This is an optimization exercise on Yosys and OpenROAD, whose aim is small area, a short achievable clock period and few clock cycles, not a production implementation. Function was checked by simulation only, so behaviour that the tests miss may differ from the original. Power and IR drop assume default switching activity.

## run A
Design weight_update, start of the top module:
module weight_update
(
   input  logic  clk,
   input  logic  reset,
   input  logic  cmd_valid,
   input  logic  cmd_init,
   output logic  cmd_ready,
   input  wu_pkg::word_t weight_in,
   input  logic  weight_valid,
   output logic  weight_ready,
   input  wu_pkg::word_t gradient_in,
   input  logic  gradient_valid,
   output logic  gradient_ready,
   output wu_pkg::word_t result_out,
   output logic  result_valid,
   input  logic  result_ready,
   input  wu_pkg::len_t  total_length,
   input  wu_pkg::node_t node_id,
   input  wu_pkg::node_t num_node,
   output wu_pkg::addr_t avs_address,
   output wu_pkg::word_t avs_writedata,
   output logic  avs_read,
   output logic  avs_write,
   input  wu_pkg::word_t avs_readdata,
   input  logic  avs_waitrequest,
   input  logic  avs_readdatavalid
);
For scale: ~2100 cells after synthesis, ~410 I/O pins, roughly 0.023 mm^2 of cells after synthesis.
clock: 6.0 ns
lec_check: 0
abc_clock_period_in_ps: 2500
cap_margin: 20
core_margin: 2
core_utilization: 40
setup_slack_margin: 3.5
slew_margin: 20
synth_hierarchical: 1
synth_minimum_keep_size: 0
run.sh (not shown) runs the stock make flow with config.mk's settings and CLKGATE_MAP_FILE= SYNTH_SCRIPT=/design/flow/synth_recipe.tcl, a recipe that flattens the netlist after the stock synthesis.
Run A went all the way through the flow, and no timing, DRC or antenna check failed.
Testbench counts of run A, summed over its fixed seeds: cycles 20,526.
Input-level comparison between run B and run A:
- swapping 40 for 65 in CORE_UTILIZATION
Notes after the runs:
- Between run A and run B, floorplan die area is lower for run B, run A comes in above that.
- Per the comparison of run B with run A, wire length rose 13000 um; worst setup slack fell 0.18 ns.
diff inputs: run B => run C
- swapping 65 for 40 in CORE_UTILIZATION
==> flow/flow/run.sh (new file) <==
#!/bin/bash
# Standard layout, with the smallest buffer as the port buffer instead of
# the default delay buffer; the timing repairs upsize it where needed.
set -euo pipefail
bash standard.sh "BUFFER_PORTS_ARGS=-buffer_cell sky130_fd_sc_hd__buf_1" finish > standard.log 2>&1
==> flow/standard.sh (new file) <==
#!/bin/bash
# synth_recipe.tcl (not shown) runs the flow's synth.tcl, then flattens the netlist and writes it again
# the make line also repeats each setting of config.mk as NAME=value (left out here)
make -C /OpenROAD-flow-scripts/flow DESIGN_CONFIG=/design/flow/config.mk WORK_HOME=/design/flow/orfs CLKGATE_MAP_FILE= SYNTH_SCRIPT=/design/flow/synth_recipe.tcl "${@:-finish}"
removed: flow/run.sh
==> comparison <==
Across both runs, post-route clock period utilization was lower for run C than for run B.
For run C, the standard cell with the maximum stage delay on the critical path was or3_4, unlike run B, where it was xor2_1.
The end-of-flow core utilization of run C falls short of that of run B by 39 points.
Comparing run C and run B, the higher final design instance area without fill is on run B.
In run C relative to run B, via count had gone down by more than 10%.
Side by side, post-layout instance count excluding filler cells turned out higher in run C than in run B.
Slew at the pin closest to its max-slew limit (lower): run C
| number of signal-net buffers in the layout | run C vs run B | 3.6% lower |
Side by side, clock power turned out higher in run C than in run B.
Taking run B as the reference, in run C final worst setup slack now larger; proportion of cell area occupied by multi-input gates now larger.
Setup changes, run C to run D
- SYNTH_MINIMUM_KEEP_SIZE no longer set, was 0
- SYNTH_HIERARCHICAL no longer set, was 1
==> flow/run.sh (new file) <==
#!/bin/bash
# synth_recipe.tcl (not shown) runs the flow's synth.tcl, then flattens the netlist and writes it again
# the make line also repeats each setting of config.mk as NAME=value (left out here)
make -C /OpenROAD-flow-scripts/flow DESIGN_CONFIG=/design/flow/config.mk WORK_HOME=/design/flow/orfs CLKGATE_MAP_FILE= SYNTH_SCRIPT=/design/flow/synth_recipe.tcl finish
removed: flow/flow/run.sh
removed: flow/standard.sh
[summary]
Run D vs run C — total of cells resized after clock tree synthesis climbed by more than 100%
Run D: growth of design area from synthesis to finish is 10 points higher than what run C reported.
Lower initial antenna violation count among run D and run C: run C
Minimum hold slack for run D: 0.021 ns up relative to run C
Changes observed in run D relative to run C: global-route wire length before repair now larger, non-filler instance count after layout now smaller.
Run D vs run C on global-route usage over all layers: run D is the higher one.
Comparing run D and run C, the lower total power is on run C.
Compared to run C, run D has die area 0.0013 mm^2 lower.
Of run D and run C, run D shows the lower site row count, with run C above it.
Input-level comparison between run E and run D:
- CTS_CLUSTER_SIZE: unset -> 30
- SYNTH_MINIMUM_KEEP_SIZE: unset -> 0
- SYNTH_HIERARCHICAL: unset -> 1
- CTS_BUF_LIST: unset -> sky130_fd_sc_hd__clkbuf_4 sky130_fd_sc_hd__clkbuf_8
Findings:
Run E ended with more minimum setup slack in the final design than run D. met2 track demand over resource in global routing was higher in run D than in run E. Of run D and run E, the higher final estimated routing congestion in global placement belongs to run E. Number of diodes (higher): run E. Summary of the comparison: fraction of power consumed by combinational cells is higher in run E, relative to run D. NOTE: power in run E falls short of that of run D. Run E vs run D, instance count: run E higher.

========
## job 101
Another version of the RTL of weight_update (not shown whole).
Size: roughly 2,100 cells after synthesis, ~23,000 um2 of cells after synthesis.
export LEC_CHECK = 0
export ABC_CLOCK_PERIOD_IN_PS = 2500
export CAP_MARGIN = 20
export CORE_MARGIN = 2
export CORE_UTILIZATION = 40
export CTS_BUF_LIST = sky130_fd_sc_hd__clkbuf_4 sky130_fd_sc_hd__clkbuf_8
export CTS_CLUSTER_SIZE = 30
export SETUP_SLACK_MARGIN = 3.6
export SLEW_MARGIN = 20
export SYNTH_HIERARCHICAL = 1
export SYNTH_MINIMUM_KEEP_SIZE = 0
create_clock -name core_clock -period 6.0 [get_ports {clk}]
standard.sh (not shown) runs the stock make flow with config.mk's settings and CLKGATE_MAP_FILE= SYNTH_SCRIPT=/design/flow/synth_recipe.tcl, a recipe that flattens the netlist after the stock synthesis.
==> flow/flow/run.sh <==
#!/bin/bash
# Standard layout, with the smallest buffer as the port buffer instead of
# the default delay buffer (the timing repairs upsize it where needed),
# and a clock tree without dummy loads.
set -euo pipefail
bash standard.sh \
  "BUFFER_PORTS_ARGS=-buffer_cell sky130_fd_sc_hd__buf_1" \
  "CTS_ARGS=-sink_clustering_enable -repair_clock_nets -sink_clustering_size 30 -sink_clustering_max_diameter 100 -buf_list {sky130_fd_sc_hd__clkbuf_8 sky130_fd_sc_hd__clkbuf_16} -dont_use_dummy_load" \
  finish > standard.log 2>&1
Testbench counts of job 101, summed over its fixed seeds: cycles 20,566.
### job 101 -> job 102
==> flow/flow/run.sh <==
#!/bin/bash
# Standard layout, with the smallest buffer as the port buffer instead of
# the default delay buffer (the timing repairs upsize it where needed),
# and a clock tree without dummy loads.
set -euo pipefail
bash standard.sh \
  "BUFFER_PORTS_ARGS=-buffer_cell sky130_fd_sc_hd__buf_1" \
  "CTS_ARGS=-sink_clustering_enable -repair_clock_nets -sink_clustering_size 25 -sink_clustering_max_diameter 80 -buf_list {sky130_fd_sc_hd__clkbuf_16} -dont_use_dummy_load" \
  finish > standard.log 2>&1
Findings:
When job 102 is set beside job 101, its portion of the clock cycle consumed by the worst path in the final layout turns out to be 0.42 points larger.
Looking only at number of signal-net buffers in the layout, and setting everything else aside, the higher value of job 101 and job 102 goes to job 101.
Side by side, wire length of the first global-routing pass turned out higher in job 102 than in job 101.
Relative to job 101, the number of antenna violations at the first check in global routing of job 102 is higher by 1.
Of job 101 and job 102, the higher area overhead of the layout relative to synthesis belongs to job 102.
Fmax | job 102 vs job 101 | job 102 slower
Job 102 does worse than job 101 on setup slack.
Fraction of standard cell area that is sequential | job 102 below job 101
Job 101 and job 102 ended up with roughly the same final net count.
### job 102 -> job 103
Settings: SETUP_SLACK_MARGIN changed from 3.6 to 3.75.
--- a/flow/flow/run.sh
+++ b/flow/flow/run.sh
@@ -6,4 +6,4 @@
 bash standard.sh \
   "BUFFER_PORTS_ARGS=-buffer_cell sky130_fd_sc_hd__buf_1" \
-  "CTS_ARGS=-sink_clustering_enable -repair_clock_nets -sink_clustering_size 25 -sink_clustering_max_diameter 80 -buf_list {sky130_fd_sc_hd__clkbuf_16} -dont_use_dummy_load" \
+  "CTS_ARGS=-sink_clustering_enable -repair_clock_nets -sink_clustering_size 20 -sink_clustering_max_diameter 80 -buf_list {sky130_fd_sc_hd__clkbuf_8 sky130_fd_sc_hd__clkbuf_16} -dont_use_dummy_load" \
   finish > standard.log 2>&1
[summary]
- Status: clock network area share parity (job 103, job 102)
- When job 103 is measured against job 102, its global-route wire length before repair turns out 290 um higher.
- Least setup slack across all paths after layout across job 102 and job 103: no real change.
- Job 103 against job 102: row count saw little to no change, number of buffers added by the clock tree synthesis step saw an increase, global-route usage saw little to no change, cell count saw an increase.
- The lower register share of the cell area of job 102 and job 103 is in job 103.
- Compared with job 102, job 103 degrades final instance area.
- Compared job 103 against job 102; area taken by flip-flops and latches within noise.
- Compared with job 102, job 103 shows a final net count that is about 1% higher.

## port drivers added, routing unchanged
No port has a modelled driver above. Below, the same layouts with a new extraction and two added sets of constraints.
Step 1 (the two cells are an assumption about what drives the block):
set clk [get_ports {clk}]
set_driving_cell -lib_cell sky130_fd_sc_hd__clkbuf_16 $clk
set_driving_cell -lib_cell sky130_fd_sc_hd__buf_2 [delete_from_list [all_inputs] $clk]
Step 2, shift: input delay + t, output delay - t, t = (earliest + latest rising clock arrival at the registers) / 2. This alone moves slack from input paths to output paths.
a / b / c = no drivers / after step 1 / after step 2; a / b = the first two.
run | shift t [ns] | slack for setup (ns) | slew at the worst register clock pin (ns)
run A | 0.645 | 3.286 / 3.286 / 2.921 | 0.06 / 0.06
run B | 0.607 | 3.110 / 3.110 / 2.670 | 0.07 / 0.07
run C | 0.654 | 3.336 / 3.336 / 2.931 | 0.06 / 0.06
run D | 0.655 | 2.912 / 2.912 / 2.726 | 0.06 / 0.06
run E | 0.702 | 3.315 / 3.315 / 2.851 | 0.07 / 0.07
job 101 | 0.597 | 3.581 / 3.525 / 2.966 | 0.12 / 0.12
job 102 | 0.630 | 3.556 / 3.499 / 2.955 | 0.10 / 0.10
job 103 | 0.643 | 3.554 / 3.493 / 3.042 | 0.08 / 0.08
After both steps every run listed still meets setup and hold. The setup slack of job 101, which loses most, moves by -0.056 ns with the drivers and by -0.615 ns with both steps.
